This is an optimization exercise on Yosys and OpenROAD, whose aim is small area, not a production implementation.
The RTL was checked by simulation tests, not by an equivalence proof against the original design.
Power figures rest on the tool's default switching activity, not on a simulated workload.

==> design.v <==
module spi_eeprom_responder #(
    parameter int ADDR_W = 8
) (
    input  logic              ACLK,
    input  logic              ARESETn,
    input  logic              SPI_SCK,
    input  logic              SPI_MOSI,
    input  logic              SPI_CS,
    output logic              SPI_MISO,
    input  logic [ADDR_W-1:0] MEM_RADDR,
    output logic [7:0]        MEM_RDATA,
    output logic              WR_STROBE,
    output logic              WEL
);
    typedef enum logic [2:0] {IDLE, CMD, ADDR_H, ADDR_L, WR_DATA, RD_DATA, STATUS, IGNORE} state_t;
    typedef enum logic [1:0] {ARM_NONE, ARM_SET, ARM_CLR} arm_t;
    state_t            state_q, state_d;
    arm_t              arm_q, arm_d;
    logic [2:0]        sck_q, sck_d, cs_q, cs_d, bit_cnt_q, bit_cnt_d;
    logic [1:0]        mosi_q, mosi_d;
    logic [6:0]        shift_q, shift_d;
    logic [7:0]        tx_q, tx_d, mem_rdata_q, mem_rdata_d;
    logic [ADDR_W-1:0] addr_q, addr_d;
    logic              miso_q, miso_d, load_q, load_d, is_rd_q, is_rd_d;
    logic              wrote_q, wrote_d, wel_q, wel_d, wr_strobe_q, wr_strobe_d;
    logic              mem_we;
    logic [7:0]        mem [2**ADDR_W];
    wire       sck_rise  = sck_q[1] & ~sck_q[2];
    wire       sck_fall  = ~sck_q[1] & sck_q[2];
    wire       cs_low    = ~cs_q[1];
    wire       cs_rise   = cs_q[1] & ~cs_q[2];
    wire [7:0] rx_byte   = {shift_q, mosi_q[1]};
    wire       byte_done = cs_low & sck_rise & (bit_cnt_q == 3'd7);
    wire       shifting  = (state_q == RD_DATA) || (state_q == STATUS);
    wire [7:0] tx_src    = (state_q == STATUS) ? {6'b0, wel_q, 1'b0} : mem[addr_q];
    always_ff @(posedge ACLK) begin
        if (!ARESETn) state_q <= IDLE;
        else          state_q <= state_d;
    end
    always_comb begin
        state_d = state_q;
        case (state_q)
            IDLE:    state_d = cs_low ? CMD : IDLE;
            CMD:     if (byte_done) state_d = (rx_byte == 8'h05) ? STATUS :
                                              (rx_byte == 8'h03 || rx_byte == 8'h02) ? ADDR_H : IGNORE;
            ADDR_H:  if (byte_done) state_d = ADDR_L;
            ADDR_L:  if (byte_done) state_d = is_rd_q ? RD_DATA : WR_DATA;
            default: ;
        endcase
        if (cs_rise) state_d = IDLE;
    end
    always_comb begin
        sck_d       = {sck_q[1:0], SPI_SCK};
        cs_d        = {cs_q[1:0], SPI_CS};
        mosi_d      = {mosi_q[0], SPI_MOSI};
        shift_d     = shift_q;
        bit_cnt_d   = bit_cnt_q;
        addr_d      = addr_q;
        tx_d        = tx_q;
        miso_d      = miso_q;
        load_d      = load_q;
        is_rd_d     = is_rd_q;
        wrote_d     = wrote_q;
        arm_d       = arm_q;
        wel_d       = wel_q;
        wr_strobe_d = 1'b0;
        mem_we      = 1'b0;
        mem_rdata_d = mem[MEM_RADDR];
        if (cs_low && sck_rise) begin
            shift_d   = rx_byte[6:0];
            bit_cnt_d = bit_cnt_q + 3'd1;
            if (state_q == ADDR_H || state_q == ADDR_L) addr_d = ADDR_W'({addr_q, mosi_q[1]});
            if (state_q == IGNORE) arm_d = ARM_NONE;
        end
        if (byte_done) begin
            case (state_q)
                CMD: begin
                    arm_d   = (rx_byte == 8'h06) ? ARM_SET : (rx_byte == 8'h04) ? ARM_CLR : ARM_NONE;
                    is_rd_d = rx_byte == 8'h03;
                    load_d  = rx_byte == 8'h05;
                end
                ADDR_L:  load_d = is_rd_q;
                WR_DATA: if (wel_q) begin
                    mem_we      = ARESETn;
                    wr_strobe_d = 1'b1;
                    addr_d      = addr_q + 1'b1;
                    wrote_d     = 1'b1;
                end
                RD_DATA: begin
                    addr_d = addr_q + 1'b1;
                    load_d = 1'b1;
                end
                STATUS:  load_d = 1'b1;
                default: ;
            endcase
        end
        if (cs_low && sck_fall && shifting) begin
            miso_d = load_q ? tx_src[7] : tx_q[7];
            tx_d   = load_q ? {tx_src[6:0], 1'b0} : {tx_q[6:0], 1'b0};
            load_d = 1'b0;
        end
        if (cs_rise) begin
            bit_cnt_d = 3'd0;
            miso_d    = 1'b0;
            load_d    = 1'b0;
            arm_d     = ARM_NONE;
            wrote_d   = 1'b0;
            wel_d     = wrote_q ? 1'b0 : (arm_q == ARM_SET) ? 1'b1 : (arm_q == ARM_CLR) ? 1'b0 : wel_q;
        end
    end
    always_ff @(posedge ACLK) begin
        if (!ARESETn) begin
            sck_q       <= 3'b000;
            cs_q        <= 3'b111;
            mosi_q      <= 2'b00;
            shift_q     <= 7'd0;
            bit_cnt_q   <= 3'd0;
            addr_q      <= '0;
            tx_q        <= 8'd0;
            miso_q      <= 1'b0;
            load_q      <= 1'b0;
            is_rd_q     <= 1'b0;
            wrote_q     <= 1'b0;
            arm_q       <= ARM_NONE;
            wel_q       <= 1'b0;
            wr_strobe_q <= 1'b0;
            mem_rdata_q <= 8'd0;
        end else begin
            sck_q       <= sck_d;
            cs_q        <= cs_d;
            mosi_q      <= mosi_d;
            shift_q     <= shift_d;
            bit_cnt_q   <= bit_cnt_d;
            addr_q      <= addr_d;
            tx_q        <= tx_d;
            miso_q      <= miso_d;
            load_q      <= load_d;
            is_rd_q     <= is_rd_d;
            wrote_q     <= wrote_d;
            arm_q       <= arm_d;
            wel_q       <= wel_d;
            wr_strobe_q <= wr_strobe_d;
            mem_rdata_q <= mem_rdata_d;
        end
    end
    always_ff @(posedge ACLK) begin
        if (mem_we) mem[addr_q] <= rx_byte;
    end
    assign SPI_MISO  = miso_q;
    assign MEM_RDATA = mem_rdata_q;
    assign WR_STROBE = wr_strobe_q;
    assign WEL       = wel_q;
endmodule
==> run.sh <==
#!/bin/bash
# synth_recipe.tcl (not shown) runs the flow's synth.tcl, then flattens the netlist and writes it again
# the make line also repeats each setting of config.mk as NAME=value (left out here)
make -C /OpenROAD-flow-scripts/flow DESIGN_CONFIG=/design/flow/config.mk WORK_HOME=/design/flow/orfs CLKGATE_MAP_FILE= SYNTH_SCRIPT=/design/flow/synth_recipe.tcl finish
==> config.mk <==
export PLATFORM = sky130hd
export DESIGN_NAME = spi_eeprom_responder
export DESIGN_NICKNAME = spi_eeprom_responder
export VERILOG_FILES = /design/flow/design.v
export SDC_FILE = /design/flow/constraint.sdc
export NUM_CORES = 4
export LEC_CHECK = 0
export CAP_MARGIN = 20
export CORE_MARGIN = 2
export CORE_UTILIZATION = 40
export SLEW_MARGIN = 20
==> constraint.sdc <==
create_clock -name core_clock -period 7.0 [get_ports {ACLK}]
set_input_delay 1.4000 -clock core_clock [delete_from_list [all_inputs] [get_ports {ACLK}]]
set_output_delay 1.4000 -clock core_clock [all_outputs]
set_load 0.01 [all_outputs]
==> summary.md, run 1 <==
| Metric | Value |
|---|---|
| Share of the core filled with cells | `0.4499` |
| HP Class | `reg2reg` |
| Antenna violations before repair | `19` |
| Area grow syn2layout | `11.68%` |
| Count leader, synth | `edfxtp_1` |
| # IOs | `24` |
| Crit path buf inv count | `1` |
| Synth Area per Inst | `19.19 um2` |
| Bufs on Longest Clock Path | `3` |
| Die width | `499.4 um` |
| Die height | `499.4 um` |
| Number of synthesized register bits | `2100` |
| Multi-input gate area | `0.03374 mm2` |
| Placed cells | `8111` |
| Synth cell types | `72` |
| Sequential area share after synthesis | `0.6371` |
| Post-synth EDFFs | `2048` |
| Status | `complete, no violations` |
| Synthesized area | `0.09816 mm2` |
| Clock Tree Root | `clkbuf_16` |
| Via-per-instance ratio | `6.754` |
| Crit path cell chain | `buf_12 > mux4_2 > mux2_2 > a2111oi_0 > o31a_1 > nand3_1 > a31oi_1 > a221oi_1` |
| Setup CP Type | `reg2reg` |
| WL per Instance | `39.81 um` |
| Largest net degree at the start of global routing | `211` |
| Cell row count | `181` |
| Leakage power | `32.69 nW` |
| First-pass GRT wire length | `465600 um` |
| CORE AREA | `0.2437 mm2` |
| Die ar. | `0.2494 mm2` |
| Worst-skew pair later-pin latency | `0.90 ns` |
| GR Util All Layers | `0.2690` |
| Number of iterations in the first detailed-routing pass | `8` |
| Crit-path max FO | `50` |
| Hold buffers post-CTS | `0` |
| Setup Skew | `0.04080 ns` |
| CTS tree | `built` |
| Hold Fails Final Rpt | `0` |
| Worst EP arrival | `5.34 ns` |
| Yosys top cell area share | `0.6265` |
| Unrepaired setup endpoints after global routing | `false` |
| Max Cap Viol | `0` |
| Fin crit share | `0.6550` |
| Slowest CP cell | `dfxtp_4` |
| Setup TNS | `0 ns` |
| Filler Cell Count | `20580` |
| Cell family with most CP delay | `compound AO/OA/AOI/OAI gates` |
| GR Layer Usage met2 | `0.4014` |
| Pwr per Cell Area | `241.8 mW/mm2` |
| Setup violators final | `0` |
| Initial drt markers | `9340` |
| Final wirelength | `339400 um` |
| Buffers on Ports | `23` |
| Gr busiest metal | `met2` |
| Worst setup SP type | `flop` |
| Total number of vias | `57590` |
| Least-Margin Pin Slew | `1.248 ns` |
| Met3 Usage GRT | `0.07358` |
| Clock slew at reported path FFs | `0.07 ns` |
| Num CTS Buffers | `217` |
| VDD IR max | `257.9 uV` |
| Max Transition Viols Final | `0` |
| Detailed Place HPWL | `224100 um` |
| Setup crit end kind | `flop` |
| Ys async rst share | `0` |
| Ys Warns | `1` |
| Slew HR | `0.1680` |
| Grt ovf | `0` |
| Routed Antenna Nets | `0` |
| Synth Instances | `5116` |
| Post-synth top area cell | `edfxtp_1` |
| Cts repair resizes | `0` |
| # Post-CTS Setup Buffers | `0` |
| Share of cells above drive strength 1 | `0.3199` |
| Crit path required time | `7.76 ns` |
| Top_reg_cell synth | `edfxtp_1` |
| Vias in the first global route | `56040` |
| Layout Nets | `5148` |
| GR met1 Demand/Resource | `0.3626` |
| Delay of the slowest critical-path stage | `0.89 ns` |
| Ranking of synthesized cells by area | `edfxtp_1 (63%), mux4_2 (25%), mux2i_1 (2.0%), nor2_1 (1.3%), dfxtp_1 (1.1%)` |
| Initial cell density of the core | `0.4028` |
| Drt drc | `0` |
| Layout Cells excl Fill | `8527` |
| Final GP Congestion | `0.9721` |
| Crit path time final | `4.585 ns` |
| Clock sink count | `2100` |
| H-tree depth | `4` |
| Fmax | `218.1 MHz` |
| Reg area | `0.06259 mm2` |
| Syn Nets | `5135` |
| Top post-synthesis cells by count | `edfxtp_1 (2048), mux4_2 (1083), nor2_1 (346)` |
-- per-stage QoR --
stage / worst slack [ns] / power [W] / hold slack (ns) / instance area, um2
5_1_grt: 2.301 / 0.02706 / 0.4607 / 109600
4_1_cts: 2.497 / 0.02655 / 0.4457 / 109600
2_1_floorplan: 2.029 / 0.01450 / 0.3863 / 98160
3_3_place_gp: 1.833 / 0.01485 / 0.4244 / 102200
3_5_place_dp: 1.822 / 0.01485 / 0.4190 / 102300
6_report: 2.415 / 0.02651 / 0.4433 / 109600
-- where the power goes --
group          internal [W]  switching (W)  total, W
clock network       0.00678        0.00513    0.0119
logic              0.000410       0.000560  0.000970
registers            0.0136      0.0000270    0.0136
-- worst register-to-register path: cells and delay by family (launching register included) --
| family | cells | cell delay (ns) |
|---|---|---|
| muxes | 2 | 1.00 |
| DFF | 1 | 0.89 |
| buffers and inverters | 1 | 0.45 |
| and+or+nand+nor | 1 | 0.40 |
| AOI/OAI and AO/OA | 4 | 1.70 |
-- layout make-up --
type                    count  share of cell area
diodes                      5           0.0001141
clock buffers             273             0.05305
clock inverters           137             0.01294
inverters                  13           0.0005821
multi-input cells        2584              0.3077
flip-flops and latches   2100              0.5710
well taps                3202             0.03654
repair buffers            213             0.01807
-- per-layer routing --
layer  vias to the layer above  routed length [um]
met5                         -                 107
met4                        16               20390
met3                       772               40320
met2                      3986              151900
met1                     30880              126700
li1                      21940                   -
-- cells by family after synthesis --
group | after synthesis | synth area share
xor gates and xnor gates | 3 | 0.0002677
and+or+nand+nor | 836 | 0.03820
buffers and inverters | 432 | 0.02186
AOI/OAI and AO/OA | 446 | 0.03175
DFF | 2100 | 0.6371
adders and majority gates | 6 | 0.0007648
muxes | 1293 | 0.2700
-- worst paths after layout --
kind / startpoint / endpoint / slack, ns / cells past startpoint
min reg2reg: mosi_q[0] / mosi_q[1] / 0.44 / 1
min: mosi_q[0] / mosi_q[1] / 0.44 / 1
max: addr_q[0] / tx_q[2] / 2.41 / 8
max reg2reg: addr_q[0] / tx_q[2] / 2.41 / 8
-- placed cells by master (no fill, tap or decap), types with 31 or more instances in the layout --
master and instances:
mux4_2 1083, a221oi_1 31, clkbuf_16 221, nor2_1 306, nor2_2 39, clkinv_1 46, clkinv_2 40, clkbuf_1 43
a21oi_1 75, nand3_1 78, dfxtp_1 36, o21ai_0 64, edfxtp_1 2048, a22oi_1 93, mux2i_1 198, nand2_1 240
buf_4 164
-- flip-flops by register name, indices dropped and copies added, names as in the netlist --
register,cells
mem,2048
addr_q,8
mem_rdata_q,8
shift_q,7
tx_q,7
bit_cnt_q,3
cs_q,3
sck_q,3
state_q,3
arm_q,2
mosi_q,2
is_rd_q,1
load_q,1
miso_q,1
wel_q,1
wr_strobe_q,1
wrote_q,1
==> inputs of run 2 (changes only) <==
--- a/design.v
+++ b/design.v
@@ -24,7 +24,11 @@
     logic              miso_q, miso_d, load_q, load_d, is_rd_q, is_rd_d;
     logic              wrote_q, wrote_d, wel_q, wel_d, wr_strobe_q, wr_strobe_d;
     logic              mem_we;
-    logic [7:0]        mem [2**ADDR_W];
+    logic [8*2**ADDR_W-1:0] arr_q;           
+    logic [15:0]       ahi, alo, lhi, llo;     
+    logic [255:0]      asel_n, lsel_n;         
+    logic [7:0]        wdat, tx_mem, rd_mem, tx_raw, rd_raw;
+    logic              pol_q;                  
     wire       sck_rise  = sck_q[1] & ~sck_q[2];
     wire       sck_fall  = ~sck_q[1] & sck_q[2];
     wire       cs_low    = ~cs_q[1];
@@ -32,7 +36,7 @@
     wire [7:0] rx_byte   = {shift_q, mosi_q[1]};
     wire       byte_done = cs_low & sck_rise & (bit_cnt_q == 3'd7);
     wire       shifting  = (state_q == RD_DATA) || (state_q == STATUS);
-    wire [7:0] tx_src    = (state_q == STATUS) ? {6'b0, wel_q, 1'b0} : mem[addr_q];
+    wire [7:0] tx_src    = (state_q == STATUS) ? {6'b0, wel_q, 1'b0} : tx_mem;
     always_ff @(posedge ACLK) begin
         if (!ARESETn) state_q <= IDLE;
         else          state_q <= state_d;
@@ -65,7 +69,7 @@
         wel_d       = wel_q;
         wr_strobe_d = 1'b0;
         mem_we      = 1'b0;
-        mem_rdata_d = mem[MEM_RADDR];
+        mem_rdata_d = rd_mem;
         if (cs_low && sck_rise) begin
             shift_d   = rx_byte[6:0];
             bit_cnt_d = bit_cnt_q + 3'd1;
@@ -143,11 +147,93 @@
             mem_rdata_q <= mem_rdata_d;
         end
     end
-    always_ff @(posedge ACLK) begin
-        if (mem_we) mem[addr_q] <= rx_byte;
+    always_comb begin
+        for (int i = 0; i < 16; i++) begin
+            ahi[i] = addr_q[7:4] == 4'(i);
+            alo[i] = addr_q[3:0] == 4'(i);
+            lhi[i] = MEM_RADDR[7:4] == 4'(i);
+            llo[i] = MEM_RADDR[3:0] == 4'(i);
+        end
+        for (int r = 0; r < 256; r++) begin
+            asel_n[r] = ~(ahi[r / 16] & alo[r % 16]);
+            lsel_n[r] = ~(lhi[r / 16] & llo[r % 16]);
+        end
+        wdat = {8{~mem_we}} | (rx_byte ^ {8{pol_q}});
+        tx_mem = tx_raw ^ {8{pol_q}};
+        rd_mem = rd_raw ^ {8{pol_q}};
+    end
+    for (genvar b = 0; b < 8; b++) begin : g_rd
+        logic [255:0] col;
+        for (genvar r = 0; r < 256; r++) begin : g_col
+            assign col[r] = arr_q[8*r+b];
+        end
+        spi_eeprom_rdtree u_tx (.d(col), .s_n(asel_n), .y(tx_raw[b]));
+        spi_eeprom_rdtree u_rd (.d(col), .s_n(lsel_n), .y(rd_raw[b]));
+    end
+    always_ff @(posedge ACLK) pol_q <= ~pol_q;
+    for (genvar r = 0; r < 256; r++) begin : g_row
+        logic       wr;
+        logic [7:0] nxt;
+        spi_eeprom_nor2 u_wr (.a(asel_n[r]), .b(~mem_we), .y(wr));
+        for (genvar b = 0; b < 8; b++) begin : g_bit
+            spi_eeprom_hold u_hold (.q(arr_q[8*r+b]), .wr(wr), .sel_n(asel_n[r]), .d(wdat[b]), .y(nxt[b]));
+        end
+        always_ff @(posedge ACLK) arr_q[8*r +: 8] <= nxt;
     end
     assign SPI_MISO  = miso_q;
     assign MEM_RDATA = mem_rdata_q;
     assign WR_STROBE = wr_strobe_q;
     assign WEL       = wel_q;
 endmodule
+module spi_eeprom_hold (
+    input  logic q, wr, sel_n, d,
+    output logic y
+);
+    assign y = ~((q | wr) & (sel_n | d));
+endmodule
+module spi_eeprom_nor2 (
+    input  logic a, b,
+    output logic y
+);
+    assign y = ~(a | b);
+endmodule
+module spi_eeprom_oai22 (
+    input  logic a0, s0, a1, s1,
+    output logic y
+);
+    assign y = ~((a0 | s0) & (a1 | s1));
+endmodule
+module spi_eeprom_nor4 (
+    input  logic [3:0] a,
+    output logic y
+);
+    assign y = ~|a;
+endmodule
+module spi_eeprom_nand4 (
+    input  logic [3:0] a,
+    output logic y
+);
+    assign y = ~&a;
+endmodule
+module spi_eeprom_rdtree (
+    input  logic [255:0] d, s_n,
+    output logic         y
+);
+    logic [127:0] l1;
+    logic [31:0]  l2;
+    logic [7:0]   l3;
+    logic [1:0]   l4;
+    for (genvar i = 0; i < 128; i++) begin : g_l1
+        spi_eeprom_oai22 u (.a0(d[2*i]), .s0(s_n[2*i]), .a1(d[2*i+1]), .s1(s_n[2*i+1]), .y(l1[i]));
+    end
+    for (genvar i = 0; i < 32; i++) begin : g_l2
+        spi_eeprom_nor4 u (.a(l1[4*i +: 4]), .y(l2[i]));
+    end
+    for (genvar i = 0; i < 8; i++) begin : g_l3
+        spi_eeprom_nand4 u (.a(l2[4*i +: 4]), .y(l3[i]));
+    end
+    for (genvar i = 0; i < 2; i++) begin : g_l4
+        spi_eeprom_nor4 u (.a(l3[4*i +: 4]), .y(l4[i]));
+    end
+    assign y = l4[0] & l4[1];
+endmodule
==> flow/run.sh (new file) <==
#!/bin/bash
# Standard ORFS layout, except that ABC maps the logic for minimum area ("map -a")
# instead of the stock area script (which adds buffers and upsizes cells).
set -e
cp -r "$FLOW_HOME/scripts" scripts_mod
cp flow/abc_map_area.script scripts_mod/abc_area.script
export SCRIPTS_DIR=$PWD/scripts_mod
bash standard.sh synth > synth.log 2>&1
bash standard.sh > layout.log 2>&1
==> flow/abc_map_area.script (new file) <==
strash
map -a
topo
==> standard.sh (new file) <==
#!/bin/bash
# synth_recipe.tcl (not shown) runs the flow's synth.tcl, then flattens the netlist and writes it again
# the make line also repeats each setting of config.mk as NAME=value (left out here)
make -C /OpenROAD-flow-scripts/flow DESIGN_CONFIG=/design/flow/config.mk WORK_HOME=/design/flow/orfs CLKGATE_MAP_FILE= SYNTH_SCRIPT=/design/flow/synth_recipe.tcl "${@:-finish}"
--- a/config.mk
+++ b/config.mk
@@ -5,7 +5,10 @@
 export SDC_FILE = /design/flow/constraint.sdc
 export NUM_CORES = 4
 export LEC_CHECK = 0
+export ABC_AREA = 1
 export CAP_MARGIN = 20
 export CORE_MARGIN = 2
 export CORE_UTILIZATION = 40
 export SLEW_MARGIN = 20
+export SYNTH_HIERARCHICAL = 1
+export SYNTH_MINIMUM_KEEP_SIZE = 0
removed: run.sh
==> run 2 against run 1 <==
  * Total power shrank 0.85%
  * Utilization rose by 1.7 points
  * Sequential power down 3%
  * Critical path depth increased by 5
  * Die area shrank 21%
  * First-iteration DRC count is 11% higher
  * Sequential share of layout area down 10 points
  * Clock-buffer cell count up 39
  * Global-route usage is 7.2 points higher
  * Highest routed layer unchanged
==> summary.md, run 2 <==
| Metric | Value |
|---|---|
| Synth cell types | `22` |
| CTS tree | `built` |
| Final GP Congestion | `1.010` |
| Via-per-instance ratio | `7.231` |
| Post-synthesis xor/xnor area fraction | `0.001478` |
| # Post-CTS Setup Buffers | `0` |
| Status | `complete, no violations` |
| Area grow syn2layout | `16.24%` |
| Number of synthesized register bits | `2101` |
| Unrepaired setup endpoints after global routing | `false` |
| Reg with most FFs | `arr_q` |
| Crit path required time | `7.72 ns` |
| Least-Margin Pin Slew | `1.190 ns` |
| Buffers on Ports | `23` |
| Die ar. | `0.1961 mm2` |
| Grt ovf | `0` |
| WL per Instance | `31.73 um` |
| GR Util All Layers | `0.3412` |
| Fmax | `179.9 MHz` |
| Reg area | `0.04206 mm2` |
| Most common cell after layout, fill and taps aside | `o22ai_1` |
| Final wirelength | `355300 um` |
| Multi-input gate area | `0.03516 mm2` |
| Synth Instances | `8116` |
| Number of iterations in the first detailed-routing pass | `6` |
| Detailed Place HPWL | `238400 um` |
| Count leader, synth | `o22ai_1` |
| Ys async rst share | `0` |
| Leakage power | `30.06 nW` |
| Hold buffers post-CTS | `0` |
| Cell family with most CP delay | `simple AND/OR/NAND/NOR gates` |
| Crit path time final | `5.560 ns` |
| Clock slew at reported path FFs | `0.06 ns` |
| Setup TNS | `0 ns` |
| Hold Fails Final Rpt | `0` |
| Vias in the first global route | `73680` |
| Sequential area share after synthesis | `0.5459` |
| Crit path buf inv count | `3` |
| Clock Tree Root | `clkbuf_16` |
| Yosys top cell area share | `0.5459` |
| Setup CP Type | `in2reg` |
| Max Transition Viols Final | `0` |
| Antenna violations before repair | `16` |
| Largest family of logic cells by synthesized area | `compound AO/OA/AOI/OAI gates` |
| Num CTS Buffers | `217` |
| Compound-Gate Fraction of Synth Area | `0.3400` |
| Top post-synthesis cells by count | `o22ai_1 (4096), dfxtp_1 (2101), nand2_1 (646)` |
| Cell row count | `161` |
| First-pass GRT wire length | `505400 um` |
| Largest net degree at the start of global routing | `116` |
| Synthesized area | `0.07705 mm2` |
| Simple-gate share of the synthesized area | `0.1089` |
| Most frequent cells in the layout | `o22ai_1 (4096), dfxtp_1 (2101), nand2_1 (646), nor4_1 (538), nor2_1 (314)` |
| # IOs | `24` |
| CORE AREA | `0.1920 mm2` |
| Worst EP arrival | `6.28 ns` |
| Worst setup SP type | `input pin` |
| Pwr per Cell Area | `293.5 mW/mm2` |
| Max reg flops | `2048` |
| Initial cell density of the core | `0.4013` |
| Ranking of synthesized cells by area | `dfxtp_1 (55%), o22ai_1 (33%), nor4_1 (4.4%), nand2_1 (3.1%), nor2_1 (1.7%)` |
| Crit path cell chain | `clkdlybuf4s50_1 > clkinv_1 > nand2_1 > nor2_4 > buf_4 > nand2_1 > o22ai_1 > nor4_1 > nand4_1 > nor4_2 > and2_2 > or2_2 > a21oi_1` |
| Top Registers | `arr_q (2048), addr_q (8), mem_rdata_q (8)` |
| Initial drt markers | `10400` |
| Multiplexer area fraction after synthesis | `0` |
| Post-synth top area cell | `dfxtp_1` |
| Share of the core filled with cells | `0.4665` |
| Ys Warns | `7` |
| Top_reg_cell synth | `dfxtp_1` |
| Total number of vias | `80980` |
| Setup crit end kind | `flop` |
| Slew HR | `0.2047` |
| Drt drc | `0` |
| Post-synth EDFFs | `0` |
| Cts repair resizes | `0` |
| VDD IR max | `254.7 uV` |
| Max Cap Viol | `0` |
| Die width | `442.9 um` |
| Hold path depth | `2` |
| Most used cell, CP | `nand2_1` |
| Post-synthesis adder-cell area fraction | `0.0009743` |
| Slowest CP cell | `nor4_2` |
| Layout Nets | `8498` |
| Share of cells above drive strength 1 | `0.06695` |
| R2R depth | `17` |
| Setup violators final | `0` |
| Worst-skew pair later-pin latency | `0.87 ns` |
| Crit-path max FO | `11` |
| Clock sink count | `2101` |
| Routed Antenna Nets | `0` |
| HP Class | `reg2reg` |
| H-tree depth | `4` |
| CP Depth | `13` |
| Fin crit share | `0.7942` |
| Die height | `442.9 um` |
| Synth Area per Inst | `9.493 um2` |
| Bufs on Longest Clock Path | `3` |
| Syn Nets | `8135` |
| Filler Cell Count | `18330` |
| Setup Skew | `0.02913 ns` |
| Delay of the slowest critical-path stage | `1.02 ns` |
run 2: where the power goes:
| part | switching, W | internal, W | total (W) |
|---|---|---|---|
| sequential | 0.000575 | 0.0126 | 0.0132 |
| combinational | 0.000374 | 0.000386 | 0.000760 |
| clock | 0.00503 | 0.00730 | 0.0123 |
| total | 0.00598 | 0.0203 | 0.0263 |
run 2: worst paths after layout:
path	startpoint	slack (ns)	endpoint
max	MEM_RADDR[0]	1.44	mem_rdata_q[7]
min	mosi_q[0]	0.40	mosi_q[1]
max reg2reg	addr_q[2]	1.46	tx_q[2]
min reg2reg	mosi_q[0]	0.40	mosi_q[1]
run 2: cell families (layout without fill, tap and decap cells):
logic type      Yosys count  in the layout
fa+ha+maj                 6              6
other cells               0             10
buf+inv                  58            605
compound gates         4199           4199
simple gates           1739           1739
xor+xnor                 13             13
flops                  2101           2101
run 2: through the flow:
step	hold WS (ns)	instances	setup slack, ns	power, W	area [um2]
CTS	0.3988	11190	1.669	0.02635	89520
finish	0.3983	11200	1.440	0.02629	89560
global route	0.4080	11190	1.426	0.02699	89550
floorplan	0.3833	8116	-1.959	0.01374	77050
detailed placement	0.3891	10790	0.7483	0.01417	81880
global placement	0.3938	10790	0.2261	0.01413	81830
run 2: area by class of cell:
type	count	share of cell area
antenna	10	0.0002794
clock buffer	312	0.07234
clock inverter	91	0.01301
inverter	58	0.002515
multi-input combinational	5957	0.3926
sequential	2101	0.4696
tap	2526	0.03529
timing repair buffer	144	0.01436
run 2: worst register-to-register path, cell delays in order, from the launching register on:
cell and delay (ns):
dfxtp_1 0.71, clkinv_1 0.46, nor2_1 0.25, clkinv_1 0.31
nor2_4 0.90, buf_4 0.47, nand2_1 0.44, o22ai_1 0.35
nor4_1 0.15, nand4_1 0.30, nor4_1 0.16, and2_2 0.27
clkinv_1 0.05, nor2_1 0.03, o21ai_0 0.18, a21oi_1 0.08
o21ai_0 0.18, a21oi_1 0.10
run 2: per-layer routing:
| metal | GRT usage | up-vias | share of wire |
|---|---|---|---|
| li1 | - | 35600 | - |
| met1 | 0.4438 | 39300 | 0.40 |
| met2 | 0.5099 | 4936 | 0.43 |
| met3 | 0.07036 | 1142 | 0.097 |
| met4 | 0.2292 | 8 | 0.077 |
| met5 | 0 | - | 0.00014 |
run 2: per-module statistics from Yosys, one instance, submodules excluded:
module                cell area (um2)  copies in the design  cells  flip-flops and latches
spi_eeprom_responder            46140                     1   3076                    2101
spi_eeprom_nor4                 6.256                   544      1                       0
spi_eeprom_hold                 6.256                  2048      1                       0
spi_eeprom_oai22                6.256                  2048      1                       0
spi_eeprom_nand4                6.256                   128      1                       0
spi_eeprom_nor2                 3.754                   256      1                       0
spi_eeprom_rdtree               7.507                    16      1                       0

==> what the ideal ports hide <==
The results above use ideal ports. As a check the final layouts listed here were re-extracted and re-timed, cells and wires unchanged.
Step 1: set_driving_cell puts a clkbuf_16 on ACLK and a buf_2 on each other input, an assumption about the parent block.
Step 2, shift: input delay + t, output delay - t, t = (earliest + latest rising clock arrival at the registers) / 2. This alone moves slack from input paths to output paths.
Three values: no drivers, after step 1, after step 2; two values: the first two.
| run | shift t [ns] | setup slack, ns | slew at the worst register clock pin (ns) | worst data-port slew with drivers (ns) |
|---|---|---|---|---|
| run 1 | 0.972 | 2.415 / 2.415 / 1.637 | 0.07 / 0.07 | 0.14 |
| run 2 | 0.946 | 1.440 / 1.459 / 0.556 | 0.07 / 0.07 | 0.18 |
After both steps every run listed still meets setup and hold. For run 2, which loses most, drivers alone change the setup slack by +0.019 ns; drivers and shift together by -0.884 ns.
